Context: an optimization exercise on an open-source flow, tuned for small area. The choices shown serve that exercise and are no tape-out recipe.
Where RTL was checked, it was by simulation tests only, not by an equivalence proof against the original.
For run 1, only the layout was checked, not whether the RTL still works.

## flow/design.v (module list and top-level ports; edited modules follow where they fit)
// module fft_dit_top: 1045 lines
module fft_dit_top (
   input  wire        clk,
   input  wire        rst_n,
   input  wire [23:0] in_x,
   input  wire        in_nd,
   output wire [23:0] out_x,
   output wire        out_nd,
   output reg         overflow
);
  // ...
==> flow/run.sh <==
#!/bin/bash
# synth_recipe.tcl (not shown) runs the flow's synth.tcl, then flattens the netlist and writes it again
# the make line also repeats each setting of config.mk as NAME=value (left out here)
make -C /OpenROAD-flow-scripts/flow DESIGN_CONFIG=/design/flow/config.mk WORK_HOME=/design/flow/orfs CLKGATE_MAP_FILE= SYNTH_SCRIPT=/design/flow/synth_recipe.tcl finish
==> flow/config.mk <==
export PLATFORM = sky130hd
export DESIGN_NAME = fft_dit_top
export DESIGN_NICKNAME = fft_dit_top
export VERILOG_FILES = /design/flow/design.v
export SDC_FILE = /design/flow/constraint.sdc
export NUM_CORES = 4
export LEC_CHECK = 0
export CAP_MARGIN = 20
export CORE_MARGIN = 2
export CORE_UTILIZATION = 55
export CTS_CLUSTER_DIAMETER = 100
export CTS_CLUSTER_SIZE = 24
export SLEW_MARGIN = 20
==> flow/constraint.sdc <==
create_clock -name core_clock -period 10.0 [get_ports {clk}]
set_input_delay 2.0000 -clock core_clock [delete_from_list [all_inputs] [get_ports {clk}]]
set_output_delay 2.0000 -clock core_clock [all_outputs]
set_load 0.01 [all_outputs]
==> results_dict.tcl, run 1 <==
set metrics [dict create \
    synth_cell_types 85 \
    clock_path_buffers 3 \
    clock-sinks 866 \
    insertedDiodeCount 0 \
    drtIter0Drc 3452 \
    clock_latency_ns 0.65 \
    yosysTopAreaCellShare 0.5343 \
    seq_area_frac 0.5331 \
    hold_viol 0 \
    min-delay-start "bb[13][12]" \
    slew-limit-headroom 0.2327 \
    use_met3 0.05819 \
    ctsHtreeMaxLevel 2 \
    layout_common_cells "768 x edfxtp_1, 304 x nand2_1, 247 x inv_1" \
    timing.setup.tns_ns 0 \
    r2r-end "ba[15][22]" \
    timing.hold.ws_ns 0.3939 \
    io_buffer_count 52 \
    r2r_setup_slack_ns 0.34 \
    required_ns 10.33 \
    met1_length_um 54640 \
    seqCellArea_mm2 0.02514 \
    largest_class "sequential cells" \
    cts_resized 0 \
    critPathLaunchType "register" \
    place_ws_ns 0.06638 \
    grt_pass1_wl_um 193900 \
    synth_xor_area_frac 0.01641 \
    outcome "complete, no violations" \
]
==> inputs of run 2 (changes only) <==
--- a/flow/design.v
+++ b/flow/design.v
@@ -875,20 +875,21 @@
    wire        mc2  = e_negim ? z_lo : 1'b1;
    wire [13:0] pp   = {pp_s, 1'b1} + {pp_c[11:0], c_lo, pc2};
    wire [13:0] mm   = {mm_s, 1'b1} + {mm_c[11:0], ~c_lo, mc2};
    wire [11:0] o0_im = e_negim ? mm[13:2] : pp[13:2];
    wire [11:0] o1_im = e_negim ? pp[13:2] : mm[13:2];
    reg  [12:0] r_re_q;
    reg         z_re_q;
    always @(posedge clk)
-   begin
-      r_re_q <= pp[13:1];
-      z_re_q <= z_lo;
-   end
+      if (e_c1)
+      begin
+         r_re_q <= pp[13:1];
+         z_re_q <= z_lo;
+      end
    wire [12:0] r_re = e_tc ? {x[11], x} : r_re_q;
    wire        z_re = e_tc | z_re_q;
    wire n_644 = r_re[0] ^ e_negre;
    wire n_645 = r_re[1] ^ e_negre;
    wire n_646 = r_re[2] ^ e_negre;
    wire n_647 = r_re[3] ^ e_negre;
    wire n_648 = r_re[4] ^ e_negre;
    wire n_649 = r_re[5] ^ e_negre;
==> run 2 against run 1 <==
  * Still clean
  * Global-route usage grew 1.5 points
  * Non-clock buffer count grew 15
  * Clock skew grew 0.010 ns
  * Maximum frequency grew 1.3%
  * Largest cell class unchanged
==> results_dict.tcl, run 2 <==
set metrics [dict create \
    arrival_ns 9.90 \
    yosys_register_bits 866 \
    die_h_um 285.6 \
    synth_mux_area_frac 0.05169 \
    critPathLaunchType "register" \
    synth_cell_types 86 \
    fillers 6302 \
    finalClockSkew_ns 0.05615 \
    antenna_found_initial 3 \
    synthAdderAreaFrac 0.1253 \
    clock-sinks 866 \
    timing.hold.ws_ns 0.4078 \
    clock.fmax_ghz 0.1049 \
    synthesis.area_mm2 0.04362 \
    grt.overflow.total 0 \
    boundaryPins 53 \
    dieArea_mm2 0.08158 \
    grt_max_degree 198 \
    top_regs "ba (384), bb (384)" \
    post_cts_buffers 0 \
    multi_input_area_mm2 0.01691 \
    avgRoutedWirePerCell_um 30.83 \
    fin_crit_ns 9.535 \
    yosysMostFrequentCell "edfxtp_1" \
    drv_cap 0 \
    finalWirelength_um 141200 \
    crit_top_cell "fa_1" \
    maxSlewViolCount 0 \
    hold_path_class "reg2reg" \
    syn_area_per_cell_um2 12.81 \
    cts_tree "yes" \
    ys_seq_area_frac 0.5795 \
    syn-num-nets 3727 \
    track_usage 0.3483 \
    drc_errors 0 \
    grt_pass1_wl_um 202700 \
    coreArea_mm2 0.07874 \
    syn_to_final_growth_pct 9.299 \
    clockRootBuffer "clkbuf_16" \
    io_buffer_count 52 \
    worstPathMaxFanout 38 \
    start_util 0.5540 \
    via_per_inst 6.428 \
    synth_area_leaders "edfxtp_1 54%, fa_1 11%, nand2_1 3.1%, dfxtp_1 2.8%, o21ai_0 2.7%" \
    ctsHtreeMaxLevel 2 \
    yosysWarningCount 3 \
    synth_top_flop_cell "edfxtp_1" \
    seqCellArea_mm2 0.02528 \
    clock_path_buffers 3 \
    finalSetupViolations 0 \
    synth_common_cells "782 x edfxtp_1, 360 x nand2_1, 252 x inv_1" \
    synth_edf_count 782 \
    crit_slowest_cell "fa_1" \
    async_reset_ff_frac 0.02656 \
    ant_nets 0 \
    fin_nets 3816 \
    drtIter0Drc 3985 \
    layout_common_cells "782 x edfxtp_1, 352 x nand2_1, 252 x inv_1" \
    period_share 0.9535 \
    synth_compound_area_frac 0.1105 \
    num_vias 29450 \
    drtPass1Iterations 6 \
    yosysTopAreaCellShare 0.5384 \
    synth-simple-area-share 0.07825 \
    cts_made_buffers 43 \
    synth_top_area_cell "edfxtp_1" \
    synth_xor_area_frac 0.01724 \
    place_hpwl_um 99620 \
    path_clk_slew_ns 0.10 \
    outcome "complete, no violations" \
    critPathKind "reg2reg" \
    slew-limit-headroom 0.1555 \
    clock_latency_ns 0.66 \
    die_w_um 285.6 \
    required_ns 10.37 \
    fp-row-count 103 \
    layout-drive-gt1-share 0.1071 \
    endpoint_kind "register" \
    utilization 0.6055 \
    hold_viol 0 \
    synth_top_family_by_area "adder cells" \
    cpPeakStageDelay_ns 0.59 \
    mostFrequentLayoutCell "edfxtp_1" \
    gp_congestion 0.9793 \
    grt_pass1_vias 28710 \
    max_slew.worst_pin.slew_ns 1.267 \
    syn_inst 3405 \
]
[run 2: changes by cell type in the layout (fill, tap and decap cells not counted), moves of 10 or more]
cell / delta
mux2i_1: -28
nand2_1: +48
nor2_1: -15
nand4_1: -11
nand3_1: +13
edfxtp_1: +14
mux4_2: +17
buf_4: +10
o21ai_1: +40
o211ai_1: +11
a31oi_1: +15
dfxtp_1: -15
mux2_2: -21
[run 2: final timing paths]
path	startpoint	endpoint	slack [ns]	cells past startpoint
worst max-delay path	wr_ptr[0]	bb[15][10]	0.46	31
worst min-delay path	ba[3][1]	ba[2][1]	0.41	0
max in group asynchronous	rst_n	proc_bank	7.93	2
min in group asynchronous	rst_n	nd_q	1.74	2
worst min register to register	ba[3][1]	ba[2][1]	0.41	0
worst max register to register	wr_ptr[0]	bb[15][10]	0.46	31
[run 2: area by class of cell]
cell class | count | share of cell area
sequential | 866 | 0.5303
multi-input combinational | 2111 | 0.3546
timing repair buffer | 219 | 0.04060
tap | 1050 | 0.02756
clock buffer | 73 | 0.02493
inverter | 253 | 0.01997
clock inverter | 6 | 0.001837
antenna | 3 | 0.0001575
[run 2: cells by family (layout without fill, tap and decap cells)]
kind of cell    Yosys count  count (layout)
flops                   866             866
simple gates            766             766
xor+xnor                 85              85
other cells               0               3
compound gates          769             769
mux                     192             192
buf+inv                 428             551
fa+ha+maj               299             299
[run 2: worst max-delay path, delay by kind of cell (launching register included)]
family | cells | cell delay, ns
mux | 2 | 0.48
simple gates | 5 | 0.97
flops | 1 | 0.44
compound gates | 5 | 0.53
xor+xnor | 1 | 0.35
buf+inv | 5 | 0.91
fa+ha+maj | 13 | 5.57
[run 2: per-layer routing]
layer,part of all wire,vias to the layer above,track usage
met4,0.053,2,0.1602
met3,0.10,317,0.06116
met5,0.000092,-,0
met2,0.44,1900,0.5188
li1,-,12420,-
met1,0.40,14810,0.5041
[run 2: stage by stage]
stage	setup WS [ns]	area [µm²]	setup TNS [ns]	instances
2_1_floorplan	1.326	43650	0	3405
3_3_place_gp	0.4488	46300	0	4498
3_5_place_dp	0.2768	46310	0	4498
4_1_cts	0.2396	47590	0	4577
5_1_grt	-0.01513	47670	-0.01931	4578
6_report	0.4650	47680	0	4581
[run 2: repair_timing]
action | CTS | global route
endpoints found under the setup margin | 0 | 31
resized for setup | 0 | 12
hold buffers | 0 | 0

port drivers added, routing unchanged:
How much do the figures lean on ideal ports? The routed layouts below were timed once more, with nothing changed but the port constraints. Step 1, drivers: a clkbuf_16 drives clk and a buf_2 each remaining input, both assumed. Step 2 adds t to the input delays and takes it off the output delays; t is the mean of the earliest and latest rising clock arrival at the registers after step 1. Input paths then give back, and output paths get back, about the clock's delay inside the block. Three values: no drivers, after step 1, after step 2; two values: the first two.
run	t, ns	setup slack, ns	worst setup path at the end
run 1	0.698	0.343 / 0.343 / 0.343	register to register
run 2	0.705	0.465 / 0.465 / 0.465	register to register
After both steps every run listed still meets setup and hold.
